This design comes from an exercise in tuning for small area and a short achievable clock period on the open sky130 flow, not from production work.
In this exercise RTL edits were held to simulation tests only and were not proved equivalent to the original.
Power and IR drop assume default switching activity.

Setup of main:
==> module glyph_pixel_gen, before the edit <==
module glyph_pixel_gen
(
  input  logic                                   clk,
  input  logic                                   rst_n,
  input  logic [text_video_pkg::HCOUNT_W-1:0]    hcount,
  input  logic [text_video_pkg::VCOUNT_W-1:0]    vcount,
  input  logic                                   line_visible,
  input  logic                                   frame_visible,
  input  logic                                   hsync_in,
  input  logic                                   vsync_in,
  output logic [text_video_pkg::CHAR_ADDR_W-1:0] char_raddr,
  input  logic [text_video_pkg::BYTE_W-1:0]      char_rdata,
  input  logic                                   char_we,
  input  logic [text_video_pkg::CHAR_ADDR_W-1:0] char_waddr,
  input  logic [text_video_pkg::BYTE_W-1:0]      char_wdata,
  input  logic                                   char_acc,
  input  logic [text_video_pkg::CHAR_ADDR_W-1:0] char_acc_addr,
  input  logic [text_video_pkg::BYTE_W-1:0]      cmd_data,
  output logic [3:0]                             font_row,
  output logic [15:0]                            font_row_sel,
  input  logic [31:0]                            font_taps,
  input  logic [1:0]                             font_tap_bit,
  input  logic [2:0]                             font_phase3,
  output logic [text_video_pkg::FONT_ADDR_W-1:0] font_chk_addr,
  output logic                                   font_chk_zero,
  input  logic                                   font_chk_hit,
  input  logic [text_video_pkg::BYTE_W-1:0]      font_chk_data,
  output logic [3:0]                             red,
  output logic [3:0]                             green,
  output logic [3:0]                             blue,
  output logic                                   hsync,
  output logic                                   vsync,
  output logic                                   de
);
  logic [2:0]             phase;
  logic [CHAR_ADDR_W-1:0] fetch_col;
  logic [VCOUNT_W-1:0]    fetch_line;
  logic [VCOUNT_W-1:0]    next_line;
  logic [3:0]             row_q;
  logic [15:0]            row_oh;
  logic [3:0]             code_pre;
  logic                   code_hit;
  logic                   row_zero;
  logic [3:0]             row_next;
  logic                   zero_new;
  logic [3:0]             code_new;
  logic [3:0]             code;
  logic                   ph6;
  logic                   ph0;
  logic                   ph2;
  logic [CHAR_ADDR_W-1:0] fetch_addr;
  logic [31:0]            taps_q;
  logic [1:0]             tap_bit_q;
  logic [1:0]             gbits;
  logic [GLYPH_W-1:0]     snap;
  logic [GLYPH_W-1:0]     merged;
  logic                   ov_valid;
  logic [GLYPH_W-1:0]     ov_data;
  logic [GLYPH_W-1:0]     pix_shift;
  logic                   pix_ov;
  logic [2:0]             shown;
  logic [1:0]             shown_bit;
  logic [2:0]             win_phase;
  logic [1:0]             win_pos;
  logic                   pix_inv;
  logic                   pix_inv_q;
  logic [3:0]             code_q;
  logic                   pix_bit;
  logic [PIXEL_LATENCY-2:0] vis_pipe;
  logic [PIXEL_LATENCY-2:0] hs_pipe;
  logic [PIXEL_LATENCY-2:0] vs_pipe;
  assign phase = hcount[2:0];
  assign next_line = (vcount == VCOUNT_W'(V_TOTAL - 1)) ? '0 : vcount + 1'b1;
  always_comb
  begin
    if (hcount == HCOUNT_W'(H_TOTAL - 4))
    begin
      fetch_col  = '0;
      fetch_line = next_line;
    end
    else
    begin
      fetch_col  = CHAR_ADDR_W'(hcount / GLYPH_W + 1);
      fetch_line = vcount;
    end
  end
  assign row_next      = (hcount >= HCOUNT_W'(H_TOTAL - 3)) ? next_line[3:0] : vcount[3:0];
  assign fetch_addr    = CHAR_ADDR_W'((fetch_line / GLYPH_H) * TEXT_COLS + fetch_col);
  assign code          = code_hit ? code_new : code_pre;
  assign font_row      = row_q;
  assign font_row_sel  = row_oh;
  assign font_chk_addr = {code, row_q};
  assign font_chk_zero = row_zero && (code_hit ? zero_new : (code_pre == 4'd0));
  assign gbits         = taps_q[2*code_q +: 2];
  always_comb
  begin
    merged = snap;
    merged[{1'b1, tap_bit_q}] = gbits[1];
    merged[{1'b0, tap_bit_q}] = gbits[0];
  end
  always_ff @(posedge clk or negedge rst_n)
  begin
    if (!rst_n)
    begin
      code_hit <= 1'b0;
      ph6      <= 1'b0;
      ph0      <= 1'b1;
      ph2      <= 1'b0;
    end
    else
    begin
      if (phase == 3'd5)
        code_hit <= char_acc && (char_acc_addr == char_raddr);
      ph6 <= (phase == 3'd5);
      ph0 <= (phase == 3'd7);
      ph2 <= (phase == 3'd1);
    end
  end
  always_ff @(posedge clk)
  begin
    if (phase == 3'd4)
    begin
      char_raddr <= fetch_addr;
    end
    if (phase == 3'd5)
    begin
      code_pre   <= (char_we && (char_waddr == char_raddr)) ? char_wdata[3:0] : char_rdata[3:0];
      code_new   <= cmd_data[3:0];
      zero_new   <= (cmd_data[3:0] == 4'd0);
    end
    row_q    <= row_next;
    row_oh   <= 16'(1) << row_next;
    row_zero <= (row_next == 4'd0);
    if (ph6)
      code_q <= code;
    taps_q    <= font_taps;
    tap_bit_q <= font_tap_bit;
    if (ph6)
    begin
      ov_valid <= font_chk_hit;
      ov_data  <= font_chk_data;
    end
    else if (ph0 && font_chk_hit)
    begin
      ov_valid <= 1'b1;
      ov_data  <= font_chk_data;
    end
    snap <= merged;
    if (ph2)
    begin
      pix_shift <= ov_valid ? ov_data : merged;
      pix_ov    <= ov_valid;
    end
    else
      pix_shift <= pix_shift << 1;
  end
  assign shown     = phase - 3'd2;
  assign shown_bit = 2'd3 - shown[1:0];
  assign win_phase = font_phase3 + 3'd1 - shown - 3'd5;
  assign win_pos   = 2'd3 - shown_bit - win_phase[1:0];
  assign pix_inv   = 3'(win_phase + 3'(win_pos) - 3'd3) >> 2;
  assign pix_bit   = pix_shift[GLYPH_W-1] ^ (pix_inv_q && !pix_ov);
  always_ff @(posedge clk)
    pix_inv_q <= pix_inv;
  always_ff @(posedge clk or negedge rst_n)
  begin
    if (!rst_n)
    begin
      vis_pipe <= '0;
      hs_pipe  <= '1;
      vs_pipe  <= '1;
      de       <= 1'b0;
      hsync    <= 1'b1;
      vsync    <= 1'b1;
      red      <= 4'h0;
      green    <= 4'h0;
      blue     <= 4'h0;
    end
    else
    begin
      vis_pipe <= {vis_pipe[PIXEL_LATENCY-3:0], line_visible & frame_visible};
      hs_pipe  <= {hs_pipe[PIXEL_LATENCY-3:0], hsync_in};
      vs_pipe  <= {vs_pipe[PIXEL_LATENCY-3:0], vsync_in};
      de       <= vis_pipe[PIXEL_LATENCY-2];
      hsync    <= hs_pipe[PIXEL_LATENCY-2];
      vsync    <= vs_pipe[PIXEL_LATENCY-2];
      if (!vis_pipe[PIXEL_LATENCY-2])
        {red, green, blue} <= 12'h000;
      else if (pix_bit)
        {red, green, blue} <= {FG_RED, FG_GREEN, FG_BLUE};
      else
        {red, green, blue} <= {BG_RED, BG_GREEN, BG_BLUE};
    end
  end
endmodule
Settings: LEC_CHECK=0, CAP_MARGIN=20, CORE_MARGIN=2, CORE_UTILIZATION=60, CTS_CLUSTER_DIAMETER=100, CTS_CLUSTER_SIZE=24, SETUP_SLACK_MARGIN=2.1, SLEW_MARGIN=20; clock period 4.5 ns.
run.sh (not shown) runs the stock make flow with config.mk's settings and CLKGATE_MAP_FILE= SYNTH_SCRIPT=/design/flow/synth_recipe.tcl, a recipe that flattens the netlist after the stock synthesis.
Here is what was changed in the inputs of the feature branch compared with main.
diff --git a/flow/design.v b/flow/design.v
--- a/flow/design.v
+++ b/flow/design.v
@@ -399,5 +399,4 @@
   logic                   code_hit;
   logic                   row_zero;
-  logic [3:0]             row_next;
   logic                   zero_new;
   logic [3:0]             code_new;
@@ -442,5 +441,4 @@
     end
   end
-  assign row_next      = (hcount >= HCOUNT_W'(H_TOTAL - 3)) ? next_line[3:0] : vcount[3:0];
   assign fetch_addr    = CHAR_ADDR_W'((fetch_line / GLYPH_H) * TEXT_COLS + fetch_col);
   assign code          = code_hit ? code_new : code_pre;
@@ -479,4 +477,7 @@
     begin
       char_raddr <= fetch_addr;
+      row_q      <= fetch_line[3:0];
+      row_oh     <= 16'(1) << fetch_line[3:0];
+      row_zero   <= (fetch_line[3:0] == 4'd0);
     end
     if (phase == 3'd5)
@@ -486,7 +487,4 @@
       zero_new   <= (cmd_data[3:0] == 4'd0);
     end
-    row_q    <= row_next;
-    row_oh   <= 16'(1) << row_next;
-    row_zero <= (row_next == 4'd0);
     if (ph6)
       code_q <= code;
@@ -520,4 +518,6 @@
   always_ff @(posedge clk)
     pix_inv_q <= pix_inv;
+  logic [3:0]             green_n;
+  assign green = ~green_n;
   always_ff @(posedge clk or negedge rst_n)
   begin
@@ -531,5 +531,5 @@
       vsync    <= 1'b1;
       red      <= 4'h0;
-      green    <= 4'h0;
+      green_n  <= 4'hf;
       blue     <= 4'h0;
     end
@@ -543,9 +543,9 @@
       vsync    <= vs_pipe[PIXEL_LATENCY-2];
       if (!vis_pipe[PIXEL_LATENCY-2])
-        {red, green, blue} <= 12'h000;
+        {red, green_n, blue} <= {4'h0, 4'hf, 4'h0};
       else if (pix_bit)
-        {red, green, blue} <= {FG_RED, FG_GREEN, FG_BLUE};
+        {red, green_n, blue} <= {FG_RED, ~FG_GREEN, FG_BLUE};
       else
-        {red, green, blue} <= {BG_RED, BG_GREEN, BG_BLUE};
+        {red, green_n, blue} <= {BG_RED, ~BG_GREEN, BG_BLUE};
     end
   end
[summary]
- Of the feature branch and main, it is the feature branch that has the lower fill cell total of the finished layout.
- [compare] base=main new=the feature branch: power consumed by sequential cells climbed about 1%, static leakage power rose about 2.1%, shortest period the worst path allows rose by 0.063 ns, via count rose 0.45%.
- [compare] base=main new=the feature branch: fraction of the cycle the final worst path needs has increased; final weighted congestion in routability-driven placement rose by about 2%.

[port drivers added, routing unchanged]
No port has a modelled driver above. Below, the same layouts with a new extraction and two added sets of constraints.
Step 1 (the two cells are an assumption about what drives the block):
set clk [get_ports {clk}]
set_driving_cell -lib_cell sky130_fd_sc_hd__clkbuf_16 $clk
set_driving_cell -lib_cell sky130_fd_sc_hd__buf_2 [delete_from_list [all_inputs] $clk]
Step 2 moves the port delays by t, midway between the first and last clock arrival at a register: inputs arrive t later, outputs are due t later. That takes back most of the time a late clock gives input paths.
Slacks: ideal / step 1 / step 2; pairs: ideal / step 1.
| run | shift t [ns] | setup slack, ns | worst hold slack (ns) | latest minus earliest clock arrival (ns) | worst slew at a driven data input, ns |
|---|---|---|---|---|---|
| main | 0.803 | 2.055 / 1.984 / 1.659 | 0.222 / 0.174 / 0.322 | 0.024 / 0.024 | 0.04 |
| the feature branch | 0.800 | 1.992 / 1.992 / 1.463 | 0.201 / 0.152 / 0.318 | 0.035 / 0.035 | 0.04 |
After both steps setup and hold are still met in every run listed. For the feature branch, which loses most, drivers alone change the setup slack by 0.000 ns; drivers and shift together by -0.529 ns.
